Context: an optimization exercise on an open-source flow, tuned for small area, a short achievable clock period and few clock cycles per item. The choices shown serve that exercise and are no tape-out recipe. The RTL was checked by simulation tests, not by an equivalence proof against the original design.

==> violet: inputs <==
## interval_range_table
module interval_range_table (
  input  logic                  clk,
  input  logic                  rst,
  input  logic                  cfg_valid,
  output logic                  cfg_ready,
  input  logic [irt_pkg::ValueBits-1:0]  cfg_initial_value,
  input  logic                  req_valid,
  output logic                  req_ready,
  input  logic                  req_command,
  input  logic [irt_pkg::KeyBits-1:0]    req_key_begin,
  input  logic [irt_pkg::KeyBits-1:0]    req_key_end,
  input  logic [irt_pkg::ValueBits-1:0]  req_new_value,
  input  logic [irt_pkg::KeyBits-1:0]    req_query_key,
  output logic                  rsp_valid,
  input  logic                  rsp_ready,
  output logic [irt_pkg::ValueBits-1:0]  rsp_found_value,
  output logic [irt_pkg::StatusBits-1:0] rsp_status,
  output logic [irt_pkg::CountBits-1:0]  rsp_entries_used
);
  localparam int N  = irt_pkg::TableDepth;
  localparam int KB = irt_pkg::KeyBits;
  localparam int VB = irt_pkg::ValueBits;
  localparam int CB = irt_pkg::CountBits;
  localparam int QB = 3 + 2 * KB + VB;    
  localparam int RB = VB + 2 + CB;        
  function automatic logic [N-1:0] incl_up(input logic [N-1:0] x);
    logic [N-1:0] y;
    y = x;
    for (int s = 1; s < N; s = s * 2) y = y | (y << s);
    incl_up = y;
  endfunction
  function automatic logic [N-1:0] incl_dn(input logic [N-1:0] x);
    logic [N-1:0] y;
    y = x;
    for (int s = 1; s < N; s = s * 2) y = y | (y >> s);
    incl_dn = y;
  endfunction
  function automatic logic [1:0] any_two(input logic [N-1:0] x);
    logic [N-1:0] a;
    logic [N-1:0] t;
    a = x;
    t = '0;
    for (int w = N / 2; w >= 1; w = w / 2) begin
      for (int k = 0; k < w; k++) begin
        t[k] = t[2*k] | t[2*k+1] | (a[2*k] & a[2*k+1]);
        a[k] = a[2*k] | a[2*k+1];
      end
    end
    any_two = {t[0], a[0]};
  endfunction
  function automatic int tzc(input int i);
    int k;
    k = 0;
  ...
export LEC_CHECK = 0
export CAP_MARGIN = 20
export CORE_MARGIN = 2
export CORE_UTILIZATION = 22
export PLACE_DENSITY = 0.32
export SETUP_SLACK_MARGIN = 2.0
export SLEW_MARGIN = 20
export FASTROUTE_TCL = /design/flow/flow/fastroute.tcl
create_clock -name core_clock -period 8.0 [get_ports {clk}]
standard.sh (not shown) runs the stock make flow with config.mk's settings and CLKGATE_MAP_FILE= SYNTH_SCRIPT=/design/flow/synth_recipe.tcl, a recipe that flattens the netlist after the stock synthesis.
==> flow/flow/run.sh <==
#!/bin/bash
# The standard layout, with global routing told to leave more room on met1 and met2 so
# that detailed routing of this wire-heavy design has space for pin access.
set -e
HERE=$(pwd)
export FASTROUTE_TCL="$HERE/flow/fastroute.tcl"
echo "export FASTROUTE_TCL = $HERE/flow/fastroute.tcl" >> config.mk
bash standard.sh > "$HERE/standard_flow.log" 2>&1
==> flow/flow/fastroute.tcl <==
# Layer capacity adjustments for global routing (fraction of each layer held back).
set_global_routing_layer_adjustment met1 0.5
set_global_routing_layer_adjustment met2 0.35
set_global_routing_layer_adjustment met3 0.15
set_global_routing_layer_adjustment met4 0.15
set_global_routing_layer_adjustment met5 0.15

set_routing_layers -clock $::env(MIN_CLK_ROUTING_LAYER)-$::env(MAX_ROUTING_LAYER)
set_routing_layers -signal $::env(MIN_ROUTING_LAYER)-$::env(MAX_ROUTING_LAYER)
==> harbor (differences from violet) <==
--- a/flow/design.v
+++ b/flow/design.v
@@ -218,29 +218,30 @@
     irt_cell u_cmp_x (.a(key[i]), .b(a_x), .lt(lt_x), .gt(gt_x));
     assign a_tb[i] = lt_b;
     assign a_tx[i] = !gt_x;
   end
   assign wb_lt = (w_b <  a_b);
   assign we_lt = (w_x <  a_b);
   assign wb_le = (w_b <= a_x);
   assign we_le = (w_x <= a_x);
-  logic a_xmax;
-  assign a_xmax = (a_x == '1);
   assign bb_lt = (r_b <  a_b);
   assign be_lt = (r_x <  a_b);
   assign bb_le = (r_b <= a_x);
   assign be_le = (r_x <= a_x);
   logic [N-1:0] lt;       
   logic [N-1:0] le;       
   logic [N-1:0] gt;       
   logic [N-1:0] in_rng;
   logic [N-1:0] hit;
-  assign in_rng = v & ~tb & tx;
-  assign hit    = tx & ~(tx >> 1);
+  assign lt     = v & tb;
+  assign le     = v & tx;
+  assign gt     = v & ~tx;
+  assign in_rng = le & ~lt;
+  assign hit    = le & ~(incl_dn(le) >> 1);
   logic [N-1:0] at_p;      
   logic [N-1:0] at_s;      
   logic [N-1:0] rgn;       
   logic [N-1:0] p_slot;
   logic [N-1:0] s_slot;
   logic [N-1:0] hole_up;   
   logic [N-1:0] hole_dn;   
   logic [N-1:0] sh_up;     
@@ -255,28 +256,25 @@
   logic         full;
   logic         short1;
   logic         short2;
   logic         act;
   logic         do_up;
   logic         do_dn;
   logic         stall;
   logic         ins;
-  logic [N-1:0] p0, s0;
-  assign p0      = tb & ~(tb >> 1);
-  assign s0      = ~tx & (tx << 1);
-  assign at_p    = tb & ~(p0 & ~v);
-  assign at_s    = ~tx & ~(s0 & ~v);
+  assign at_p    = incl_dn(lt);
+  assign at_s    = incl_up(gt);
   assign rgn     = ~at_p & ~at_s;
   assign p_slot  = at_p & ~(at_p >> 1);
   assign s_slot  = at_s & ~(at_s << 1);
   assign hole_up = ~v & at_s;
   assign hole_dn = ~v & at_p;
-  assign sh_up   = at_s & ~(incl_up(hole_up) << 1);
-  assign sh_dn   = at_p & ~(incl_dn(hole_dn) >> 1);
+  assign sh_up   = (at_s << 1) & ~(incl_up(hole_up) << 1);
+  assign sh_dn   = (at_p >> 1) & ~(incl_dn(hole_dn) >> 1);
   assign has_up  = |hole_up;
   assign has_dn  = |hole_dn;
   assign rgn_n  = {|(rgn & (rgn >> 1)), |rgn};
   assign free_n = any_two(~v | in_rng);
   assign full   = !free_n[0] || (r_tail && !free_n[1]);
   assign short1 = r_tail ? (rgn_n[0] && !rgn_n[1]) : !rgn_n[0];
   assign short2 = r_tail && !rgn_n[0];
   assign act     = exec && !r_lookup && !r_empty && !full;
@@ -294,25 +292,21 @@
   logic [N-1:0] wb, we, mv_up, mv_dn, clr;
   assign short_any = short1 || short2;
   assign cand      = r_tail ? (rgn & (rgn << 1)) : rgn;
   assign pick      = aligned(cand);
   assign fill_lo   = fill & ~(fill << 1);
   assign fill_hi   = fill & ~(fill >> 1);
   assign b_set     = short_any ? fill_lo : (r_tail ? (pick >> 1) : pick);
   assign e_set     = r_tail ? (short_any ? fill_hi : pick) : '0;
-  logic [N-1:0] e_dat;
-  assign e_dat     = r_tail ? (short_any ? fill_hi : (incl_up(pick) & fill)) : '0;
-  assign wb    = ins ? (fill & ~e_dat) : '0;
-  assign we    = ins ? e_dat : '0;
-  assign mv_up = do_up ? (sh_up & ~wb & ~we) : '0;
-  assign mv_dn = do_dn ? (sh_dn & ~wb & ~we) : '0;
+  assign wb    = ins ? b_set : '0;
+  assign we    = ins ? e_set : '0;
+  assign mv_up = do_up ? sh_up : '0;
+  assign mv_dn = do_dn ? sh_dn : '0;
   assign clr   = act ? (in_rng | (do_up ? s_slot : '0) | (do_dn ? p_slot : '0)) : '0;
-  logic [N-1:0] setv;
-  assign setv  = ins ? (b_set | e_set) : '0;
   always_ff @(posedge clk) begin
     if (rst) begin
       s_v   <= 1'b0;
       a_v   <= 1'b0;
       b_v   <= 1'b0;
       w_act <= 1'b0;
       w_res <= 1'b0;
       q_n   <= 2'd0;
@@ -394,38 +388,34 @@
     if (i == 0) begin : g_first
       assign key_up  = '0;
       assign val_up  = '0;
     end else begin : g_up
       assign key_up  = key[i-1];
       assign val_up  = val[i-1];
     end
     if (i == N - 1) begin : g_last
-      assign key_dn  = '1;
-      assign val_dn  = val[i];
+      assign key_dn  = '0;
+      assign val_dn  = '0;
     end else begin : g_dn
       assign key_dn  = key[i+1];
       assign val_dn  = val[i+1];
     end
     logic a_tb_up, a_tx_up, a_tb_dn, a_tx_dn;
     assign a_tb_up = (i == 0) ? 1'b0 : a_tb[(i+N-1)%N];
     assign a_tx_up = (i == 0) ? 1'b0 : a_tx[(i+N-1)%N];
     assign a_tb_dn = (i == N - 1) ? 1'b0 : a_tb[(i+1)%N];
-    assign a_tx_dn = (i == N - 1) ? a_xmax : a_tx[(i+1)%N];
+    assign a_tx_dn = (i == N - 1) ? 1'b0 : a_tx[(i+1)%N];
     assign c_tb[i] = w_wb[i] ? wb_lt : w_we[i] ? we_lt : w_mu[i] ? a_tb_up : w_md[i] ? a_tb_dn : a_tb[i];
     assign c_tx[i] = w_wb[i] ? wb_le : w_we[i] ? we_le : w_mu[i] ? a_tx_up : w_md[i] ? a_tx_dn : a_tx[i];
     always_ff @(posedge clk) begin
       if (rst || cfg_write) begin
         v[i] <= (i == 0);
-      end else if (wb[i] || we[i]) begin
-        v[i] <= setv[i];
-      end else if (mv_up[i]) begin
-        v[i] <= !s_slot[i];
-      end else if (mv_dn[i]) begin
-        v[i] <= !p_slot[i];
+      end else if (wb[i] || we[i] || mv_up[i] || mv_dn[i]) begin
+        v[i] <= 1'b1;
       end else if (clr[i]) begin
         v[i] <= 1'b0;
       end
     end
     always_ff @(posedge clk) begin
       if (a_move) begin
         if (wb[i]) begin
           tb[i] <= bb_lt;
@@ -433,39 +423,39 @@
         end else if (we[i]) begin
           tb[i] <= be_lt;
           tx[i] <= be_le;
         end else if (mv_up[i]) begin
           tb[i] <= (i == 0) ? 1'b0 : c_tb[(i+N-1)%N];
           tx[i] <= (i == 0) ? 1'b0 : c_tx[(i+N-1)%N];
         end else if (mv_dn[i]) begin
           tb[i] <= (i == N - 1) ? 1'b0 : c_tb[(i+1)%N];
-          tx[i] <= (i == N - 1) ? a_xmax : c_tx[(i+1)%N];
+          tx[i] <= (i == N - 1) ? 1'b0 : c_tx[(i+1)%N];
         end else begin
           tb[i] <= c_tb[i];
           tx[i] <= c_tx[i];
         end
       end else if (mv_up[i]) begin
         tb[i] <= (i == 0) ? 1'b0 : tb[(i+N-1)%N];
         tx[i] <= (i == 0) ? 1'b0 : tx[(i+N-1)%N];
       end else if (mv_dn[i]) begin
         tb[i] <= (i == N - 1) ? 1'b0 : tb[(i+1)%N];
-        tx[i] <= (i == N - 1) ? !r_tail : tx[(i+1)%N];
+        tx[i] <= (i == N - 1) ? 1'b0 : tx[(i+1)%N];
       end
     end
     logic sb, se, su, sd, hold;
     logic [KB-1:0] bk;
     logic [VB-1:0] bv;
-    assign sb   = w_wb[i] || clr_all;
-    assign se   = w_we[i] && !clr_all;
-    assign su   = w_mu[i] && !clr_all;
-    assign sd   = w_md[i] && !clr_all;
+    assign sb   = w_wb[i] || ((i == 0) && clr_all);
+    assign se   = w_we[i] && !((i == 0) && clr_all);
+    assign su   = w_mu[i] && !((i == 0) && clr_all);
+    assign sd   = w_md[i] && !((i == 0) && clr_all);
     assign hold = !(sb || se || su || sd);
-    assign bk   = bus_key;
-    assign bv   = bus_val;
+    assign bk   = (i == 0) ? bus_key : w_b;
+    assign bv   = (i == 0) ? bus_val : w_nv;
     always_ff @(posedge clk) begin
       key[i] <= ({KB{sb}} & bk) | ({KB{se}} & w_x) | ({KB{su}} & key_up)
               | ({KB{sd}} & key_dn) | ({KB{hold}} & key[i]);
       val[i] <= ({VB{sb}} & bv) | ({VB{se}} & found) | ({VB{su}} & val_up)
               | ({VB{sd}} & val_dn) | ({VB{hold}} & val[i]);
     end
   end
 endmodule
==> flow/run.sh (new file) <==
#!/bin/bash
# synth_recipe.tcl (not shown) runs the flow's synth.tcl, then flattens the netlist and writes it again
# the make line also repeats each setting of config.mk as NAME=value (left out here)
make -C /OpenROAD-flow-scripts/flow DESIGN_CONFIG=/design/flow/config.mk WORK_HOME=/design/flow/orfs CLKGATE_MAP_FILE= SYNTH_SCRIPT=/design/flow/synth_recipe.tcl finish
Settings changed: CORE_UTILIZATION 22 to 25, FASTROUTE_TCL /design/flow/flow/fastroute.tcl to default, MIN_ROUTING_LAYER from default to met2, PLACE_DENSITY 0.32 to 0.35, SETUP_SLACK_MARGIN 2.0 to default.
removed: flow/flow/run.sh
removed: flow/flow/fastroute.tcl
removed: flow/standard.sh
==> juniper (differences from violet) <==
Settings changed: SETUP_SLACK_MARGIN 2.0 to default.
==> notes.md <==
- The tool reported: "[ERROR GRT-0116] Global routing finished with congestion. Check the congestion regions in the DRC Viewer".
- The first global-routing pass estimated 3880 mm of wire.
- The global-route layer with the greatest usage is met3.
- The area share of xor/xnor cells in the synthesized design is 0.0002015.
- The number of gates resized after CTS is 0.
- The floorplan has 375 rows.
- The stage where the flow stopped is 5_1_grt.
- In this run the cell area measured after placement is 0.2947 mm².
- The share of Yosys cell area claimed by the top area cell type is 0.2271.
- Yosys attributes the largest share of cell area to sky130_fd_sc_hd__dfxtp_1 (23%), sky130_fd_sc_hd__maj3_1 (8.7%), sky130_fd_sc_hd__a22oi_1 (8.1%).
- At the end of routability-driven placement, the weighted congestion stood at 1.208.
- For met3 alone, demand over resource in global routing was 0.8997.
- The initial utilization of the core area, before any placement, comes to 0.2505.
- The flow did not finish.
- The complex-gate fraction of the synthesized area came to 0.3192.
- The mean post-synth cell area is 7.490 µm².
[end of results for harbor]
==> notes.md <==
- The least setup slack across all paths after layout is -2.284 ps.
- The global-route wire length before repair is 3602 mm.
- The complex-gate fraction of the synthesized area is 0.3476.
- The congestion estimate from routability-driven global placement came to 1.045.
- The met3 routing resource usage after global routing is 0.3767.
- The initial standard-cell utilization of the core is 0.2207.
- The count of endpoints failing setup in the final report is 1.
- Once placement finished, the instance area stood at 0.3056 mm².
- The flow ran to the end, but the layout failed its checks.
- The layout checks failed on negative setup slack.
- The number of gates resized after CTS is 0.
- The area share of xor/xnor cells in the synthesized design is 0.0001968.
- Averaged over all synthesized cells, the footprint is 7.486 µm².
- After global routing, the most crowded layer is met2.
[end of results for juniper]
==> notes.md <==
- After clock tree synthesis, the repair step resized 232 gates.
- The placed instances occupy a cell area of 0.3030 mm².
- The initial standard-cell utilization of the core is 0.2207.
- The worst path needs 7028 ps of the cycle, external delays included.
- After floorplanning, the core was divided into 404 placement rows.
- The average instance in the mapped netlist occupies 7.486 µm².
- The global-route layer with the greatest usage is met2.
- Setup repair after global routing could not meet its margin everywhere.
- The share of Yosys cell area claimed by the top area cell type is 0.2219.
- After synthesis, the cell types taking the most area are sky130_fd_sc_hd__dfxtp_1 (22%), sky130_fd_sc_hd__a22oi_1 (13%), sky130_fd_sc_hd__maj3_1 (7.5%).
- The maximum VDD drop is 0.1545 mV.
- The run finished with no timing, DRC or antenna violations.
- The first global-routing pass estimated 3526 mm of wire.
- For the final routed database, the setup TNS stands at 0 ps.
- The complex-gate fraction of the synthesized area is 0.3476.
- For this run, global-route usage on met3 was measured as 0.3741.
- The top routing layer in use is met5.
- In this design, the critical path's most frequently occurring cell is sky130_fd_sc_hd__fa_2.
[end of results for violet]
Testbench counts of violet, summed over its fixed seeds: cycles 3,263, ops 3,200.
Testbench counts of harbor, summed over its fixed seeds: cycles 3,232, ops 3,200.
Testbench counts of juniper, summed over its fixed seeds: cycles 3,263, ops 3,200.

-- separate check: timing with driven ports --
The results above use ideal ports. As a check the final layouts listed here were re-extracted and re-timed, cells and wires unchanged. Step 1 sets driving cells, clkbuf_16 on the clock port and buf_2 on the other inputs (assumed; they add their load-dependent delay and slew). Step 2 also shifts input and output timing later by t, the mid clock arrival at the registers, as if the neighbouring blocks saw the same clock. Slacks: no drivers / after step 1 / after step 2; pairs: no drivers / after step 1.
run | t, ns | setup WS [ns] | worst setup path after step 2 | slew at the worst register clock pin (ns) | worst slew at a driven data input, ns
violet | 1.338 | 0.972 / 0.972 / 0.972 | register to register | 0.08 / 0.08 | 0.24
juniper | 1.391 | -0.002 / -0.002 / -0.002 | register to register | 0.08 / 0.08 | 0.28
